Background: an optimization exercise with open tools, aiming at small area, a short achievable clock period and few clock cycles per item. Do not read the settings as production practice.
Only simulation tests tie the RTL to the original design; equivalence was not proved.

Design piccolo128_dec, start of the top module:
module piccolo128_dec
(
  input  logic         clk,
  input  logic         reset,
  input  logic         start,
  input  logic [127:0] keyin,
  input  logic [63:0]  ciphertext,
  output logic         busy,
  output logic         done,
  output logic [63:0]  plaintext
);
  logic [127:0] r_key;
  logic [63:0]  r_s;
  logic [4:0]   r_c;           
  logic [15:0]  w_kin [8];
  logic [15:0]  w_k   [8];
  logic [3:0]   w_ksel;
  logic [31:0]  w_con;
  logic [15:0]  w_rk0, w_rk1;
  logic [63:0]  w_rnd;
  always_comb begin
    for (int j = 0; j < 8; j++) begin
      w_kin[j] = keyin[127-16*j -: 16];
      w_k[j]   = r_key[127-16*j -: 16];
    end
  end
  assign w_ksel = piccolo_pkg::ksel(r_c);
  assign w_con  = piccolo_pkg::con128(r_c);
  assign w_rk0  = w_k[{w_ksel[3:2], 1'b0}] ^ w_con[31:16];
  assign w_rk1  = w_k[{w_ksel[1:0], 1'b1}] ^ w_con[15:0];
  piccolo_round u_round (
    .x   (r_s),
    .rk0 (w_rk0),
    .rk1 (w_rk1),
    .y   (w_rnd)
  );
  assign plaintext = piccolo_pkg::rp(r_s) ^
                     {w_k[0][15:8], w_k[1][7:0], 16'h0, w_k[1][15:8], w_k[0][7:0], 16'h0};
  always_ff @(posedge clk) begin
    if (!busy) begin
  ...
clock: 6.0 ns
lec_check: 0
cap_margin: 20
core_margin: 2
core_utilization: 40
setup_slack_margin: 3.1
slew_margin: 20
standard.sh (not shown) runs the stock make flow with config.mk's settings and CLKGATE_MAP_FILE= SYNTH_SCRIPT=/design/flow/synth_recipe.tcl, a recipe that flattens the netlist after the stock synthesis.
==> flow/flow/run.sh <==
#!/bin/bash
# Standard ORFS layout, except that the port buffers are the smallest
# buffer cell instead of the delay buffer buffer_ports picks on its own.
set -euo pipefail
export BUFFER_PORTS_ARGS="-buffer_cell sky130_fd_sc_hd__buf_1"
bash standard.sh > standard_flow.log 2>&1
The starting point finished clean.
Testbench counts at the start, summed over its fixed seeds: cycles 8,440, blocks 256.
Change:
SETUP_SLACK_MARGIN = 3.15   (was 3.1)
=> The changed run finished clean. Via count rose by 1.6%. Count of clock-buffer cells in the layout rises by 1. Maximum frequency fell by 0.55%. Global-route usage hardly moves. Flip-flop and latch count is unchanged. Non-clock buffer count is higher by 30.
Change:
CORE_UTILIZATION = 50   (was 40)
SETUP_SLACK_MARGIN = 3.1   (was 3.15)
The changed run completed without violations.
Via count falls by 0.74%.
Design area went down by 3.2%.
Utilization increases by 10 points.
Die area falls by 20%.
Register-to-register slack degrades by 0.02 ns.
Clock-buffer cell count is unchanged.
Final cell count fell by 7.1%.
Synthesized area stays the same.

build 63:
The RTL this note starts from:
==> flow/design.v <==
`default_nettype none
package piccolo_pkg;
  function automatic logic [3:0] sbox(input logic [3:0] x);
    logic t0, t1, t2, t3;
    t0 = x[0] ^ ~(x[2] | x[3]);
    t3 = x[3] ^ ~(x[1] | x[2]);
    t2 = x[2] ^ ~(t0 | x[1]);
    t1 = x[1] ^ ~(t0 | t3);
    sbox = {t0, t3, ~t2, t1};
  endfunction
  function automatic logic [3:0] mul2(input logic [3:0] a);
    mul2 = {a[2:0], 1'b0} ^ (a[3] ? 4'h3 : 4'h0);
  endfunction
  function automatic logic [3:0] mul3(input logic [3:0] a);
    mul3 = mul2(a) ^ a;
  endfunction
  function automatic logic [15:0] mix_m(input logic [15:0] a);
    logic [3:0] a0, a1, a2, a3, d0, d1, d2, d3;
    a0 = a[15:12]; a1 = a[11:8]; a2 = a[7:4]; a3 = a[3:0];
    d0 = a0 ^ a1; d1 = a1 ^ a2; d2 = a2 ^ a3; d3 = a3 ^ a0;
    mix_m = {mul2(d0) ^ (a1 ^ d2),
             mul2(d1) ^ (a2 ^ d3),
             mul2(d2) ^ (a3 ^ d0),
             mul2(d3) ^ (a0 ^ d1)};
  endfunction
  function automatic logic [15:0] f_func(input logic [15:0] v);
    logic [15:0] a, m;
    a = {sbox(v[15:12]), sbox(v[11:8]), sbox(v[7:4]), sbox(v[3:0])};
    m = mix_m(a);
    f_func = {sbox(m[15:12]), sbox(m[11:8]), sbox(m[7:4]), sbox(m[3:0])};
  endfunction
  function automatic logic [31:0] con128(input logic [4:0] c);
    con128 = {c, 5'd0, c, 2'b00, c, 5'd0, c} ^ 32'h6547a98b;
  endfunction
  localparam logic [31:0] KS_E1 = 32'h53ac53ac;
  localparam logic [31:0] KS_E0 = 32'hc53ac53a;
  localparam logic [31:0] KS_O1 = 32'hac6ac6ac;
  localparam logic [31:0] KS_O0 = 32'h6ac6ac6a;
  function automatic logic [3:0] ksel(input logic [4:0] c);
    ksel = {KS_E1[c], KS_E0[c], KS_O1[c], KS_O0[c]};
  endfunction
  function automatic logic [63:0] rp_inv(input logic [63:0] v);
    rp_inv = {v[15:8], v[39:32], v[63:56], v[23:16], v[47:40], v[7:0], v[31:24], v[55:48]};
  endfunction
  function automatic logic [63:0] rp(input logic [63:0] v);
    rp = {v[47:40], v[7:0], v[31:24], v[55:48], v[15:8], v[39:32], v[63:56], v[23:16]};
  endfunction
endpackage
`default_nettype wire
`default_nettype none
module piccolo_round
(
  input  logic [63:0] x,
  input  logic [15:0] rk0,
  input  logic [15:0] rk1,
  output logic [63:0] y
);
  assign y = {x[63:48], x[47:32] ^ piccolo_pkg::f_func(x[63:48]) ^ rk0,
              x[31:16], x[15:0]  ^ piccolo_pkg::f_func(x[31:16]) ^ rk1};
endmodule
`default_nettype wire
`default_nettype none
module piccolo128_dec
(
  input  logic         clk,
  input  logic         reset,
  input  logic         start,
  input  logic [127:0] keyin,
  input  logic [63:0]  ciphertext,
  output logic         busy,
  output logic         done,
  output logic [63:0]  plaintext
);
  logic [127:0] r_key;
  logic [63:0]  r_s;
  logic [4:0]   r_c;           
  logic [15:0]  w_kin [8];
  logic [15:0]  w_k   [8];
  logic [3:0]   w_ksel;
  logic [31:0]  w_con;
  logic [15:0]  w_rk0, w_rk1;
  logic [63:0]  w_rnd, w_wk;
  always_comb begin
    for (int j = 0; j < 8; j++) begin
      w_kin[j] = keyin[127-16*j -: 16];
      w_k[j]   = r_key[127-16*j -: 16];
    end
  end
  assign w_ksel = piccolo_pkg::ksel(r_c);
  assign w_con  = piccolo_pkg::con128(r_c);
  assign w_rk0  = w_k[{w_ksel[3:2], 1'b0}] ^ w_con[31:16];
  assign w_rk1  = w_k[{w_ksel[1:0], 1'b1}] ^ w_con[15:0];
  piccolo_round u_round (
    .x   (r_s),
    .rk0 (w_rk0),
    .rk1 (w_rk1),
    .y   (w_rnd)
  );
  assign w_wk = (r_c == 5'd1) ?
                {w_k[0][15:8], w_k[1][7:0], 16'h0, w_k[1][15:8], w_k[0][7:0], 16'h0} : 64'h0;
  assign plaintext = piccolo_pkg::rp(r_s);
  always_ff @(posedge clk) begin
    if (!busy) begin
      r_key <= keyin;
      r_s   <= ciphertext ^ {w_kin[4][15:8], w_kin[7][7:0], 16'h0,
                             w_kin[7][15:8], w_kin[4][7:0], 16'h0};
      r_c   <= 5'd31;
    end else begin
      r_s   <= piccolo_pkg::rp_inv(w_rnd ^ w_wk);
      r_c   <= r_c - 5'd1;
    end
  end
  always_ff @(posedge clk) begin
    if (reset) begin
      busy <= 1'b0;
      done <= 1'b0;
    end else begin
      done <= busy && (r_c == 5'd1);
      if (!busy) busy <= start && !done;
      else if (r_c == 5'd1) busy <= 1'b0;
    end
  end
endmodule
`default_nettype wire
export LEC_CHECK = 0
export CAP_MARGIN = 20
export CORE_MARGIN = 2
export CORE_UTILIZATION = 40
export CTS_BUF_LIST = sky130_fd_sc_hd__clkbuf_16
export CTS_CLUSTER_SIZE = 50
export SETUP_SLACK_MARGIN = 3.25
export SLEW_MARGIN = 20
create_clock -name core_clock -period 6.0 [get_ports {clk}]
Scripts as last shown in full above: flow/flow/run.sh
Build 63 reached the final stage; the timing, design-rule and antenna checks on its layout passed.
Testbench counts of build 63, summed over its fixed seeds: cycles 8,440, blocks 256.
## Diff of input files: build 24 against build 63
- changing CTS_CLUSTER_SIZE from 50 to 30
- changing CTS_BUF_LIST from sky130_fd_sc_hd__clkbuf_16 to sky130_fd_sc_hd__clkbuf_8
Findings:
- Across build 63 and build 24, none had a timing, DRC or antenna violation.
- Final worst clock skew: build 63 vs build 24 — no meaningful difference
- Build 24 vs. build 63: die area saw little to no change, number of filler cells placed in the layout increased by 18 relative to the old numbers, sequential share of cell area now sits higher.
- From build 63 to build 24 the numbers moved as follows: first-iteration DRC count lost 56; worst endpoint data arrival time picked up an extra 0.06 ns.
- Build 24: relative area of clock buffers and inverters in the final design lower than build 63
- Build 24 reports its worst setup path endpoint as r_s[29] while build 63 reports r_s[60].
Relative to build 24, the following input files were edited for build 28:
- CTS_CLUSTER_SIZE no longer set, was 30
- SETUP_SLACK_MARGIN now 3.0, was 3.25
- CORE_UTILIZATION now 60, was 40
- CTS_BUF_LIST no longer set, was sky130_fd_sc_hd__clkbuf_8
[summary]
- Build 28 ended with every stage complete and zero timing, DRC or antenna violations.
- Diff build 24 -> build 28 | layout buffer count excluding clock buffers | down by more than 10%
- Build 28 against build 24: area enclosed by the die boundary went down.
- Wire length (build 24 / build 28): 1.07
- Fraction of met1 tracks used by global routing in build 28 is 13 points higher than in build 24
- Relative to build 24, total number of nets in the final design has gone down in build 28.
[inputs] build 83 vs build 28
- putting ABC_AREA at 1 where nothing was set
- swapping 60 for 40 in CORE_UTILIZATION
[summary]
- Of the two values seen for critical setup path kind, reg2out was produced by build 28 and reg2reg by build 83.
- The met2 demand-to-capacity share in global routing of build 83 falls short of that of build 28 by 6.7 points.
- Slowest stage cell on the critical path = sky130_fd_sc_hd__dfxtp_2: build 83; slowest stage cell on the critical path = sky130_fd_sc_hd__dfxtp_4: build 28
- Build 83 reports a lower area share of fa/ha/maj cells after synthesis than build 28 does.
- Run comparison: build 28 most frequent standard cell in the layout excluding fill and tap cells sky130_fd_sc_hd__buf_1; build 83 most frequent standard cell in the layout excluding fill and tap cells sky130_fd_sc_hd__nand2_1
- Build 83 -> build 28: post-route fraction of the period consumed by the critical path flat

[what the ideal ports hide]
How much do the figures lean on ideal ports? The routed layouts below were timed once more, with nothing changed but the port constraints.
Step 1: set_driving_cell puts a clkbuf_16 on clk and a buf_2 on each other input, an assumption about the parent block.
Step 2, shift: input delay + t, output delay - t, t = (earliest + latest rising clock arrival at the registers) / 2. This alone moves slack from input paths to output paths.
Slacks: ideal / step 1 / step 2; pairs: ideal / step 1.
run | t (ns) | setup slack, ns | hold slack, ns | worst register clock-pin slew, ns | cell pins on the clock port's net
the first run of note 1 | 0.492 | 3.190 / 3.190 / 3.190 | 0.613 / 0.613 / 0.613 | 0.09 / 0.09 | 1
the second run of note 1 | 0.491 | 3.175 / 3.175 / 3.175 | 0.586 / 0.586 / 0.586 | 0.08 / 0.08 | 1
the third run of note 1 | 0.478 | 3.150 / 3.150 / 3.150 | 0.597 / 0.597 / 0.597 | 0.08 / 0.08 | 1
build 63 | 0.486 | 3.327 / 3.327 / 3.327 | 0.604 / 0.604 / 0.604 | 0.08 / 0.08 | 1
build 24 | 0.526 | 3.317 / 3.317 / 3.317 | 0.601 / 0.601 / 0.601 | 0.12 / 0.12 | 1
build 28 | 0.495 | 3.097 / 3.048 / 3.106 | 0.593 / 0.593 / 0.593 | 0.09 / 0.09 | 1
build 83 | 0.499 | 3.101 / 3.101 / 3.101 | 0.475 / 0.475 / 0.475 | 0.09 / 0.09 | 1
After both steps every run listed still meets setup and hold.
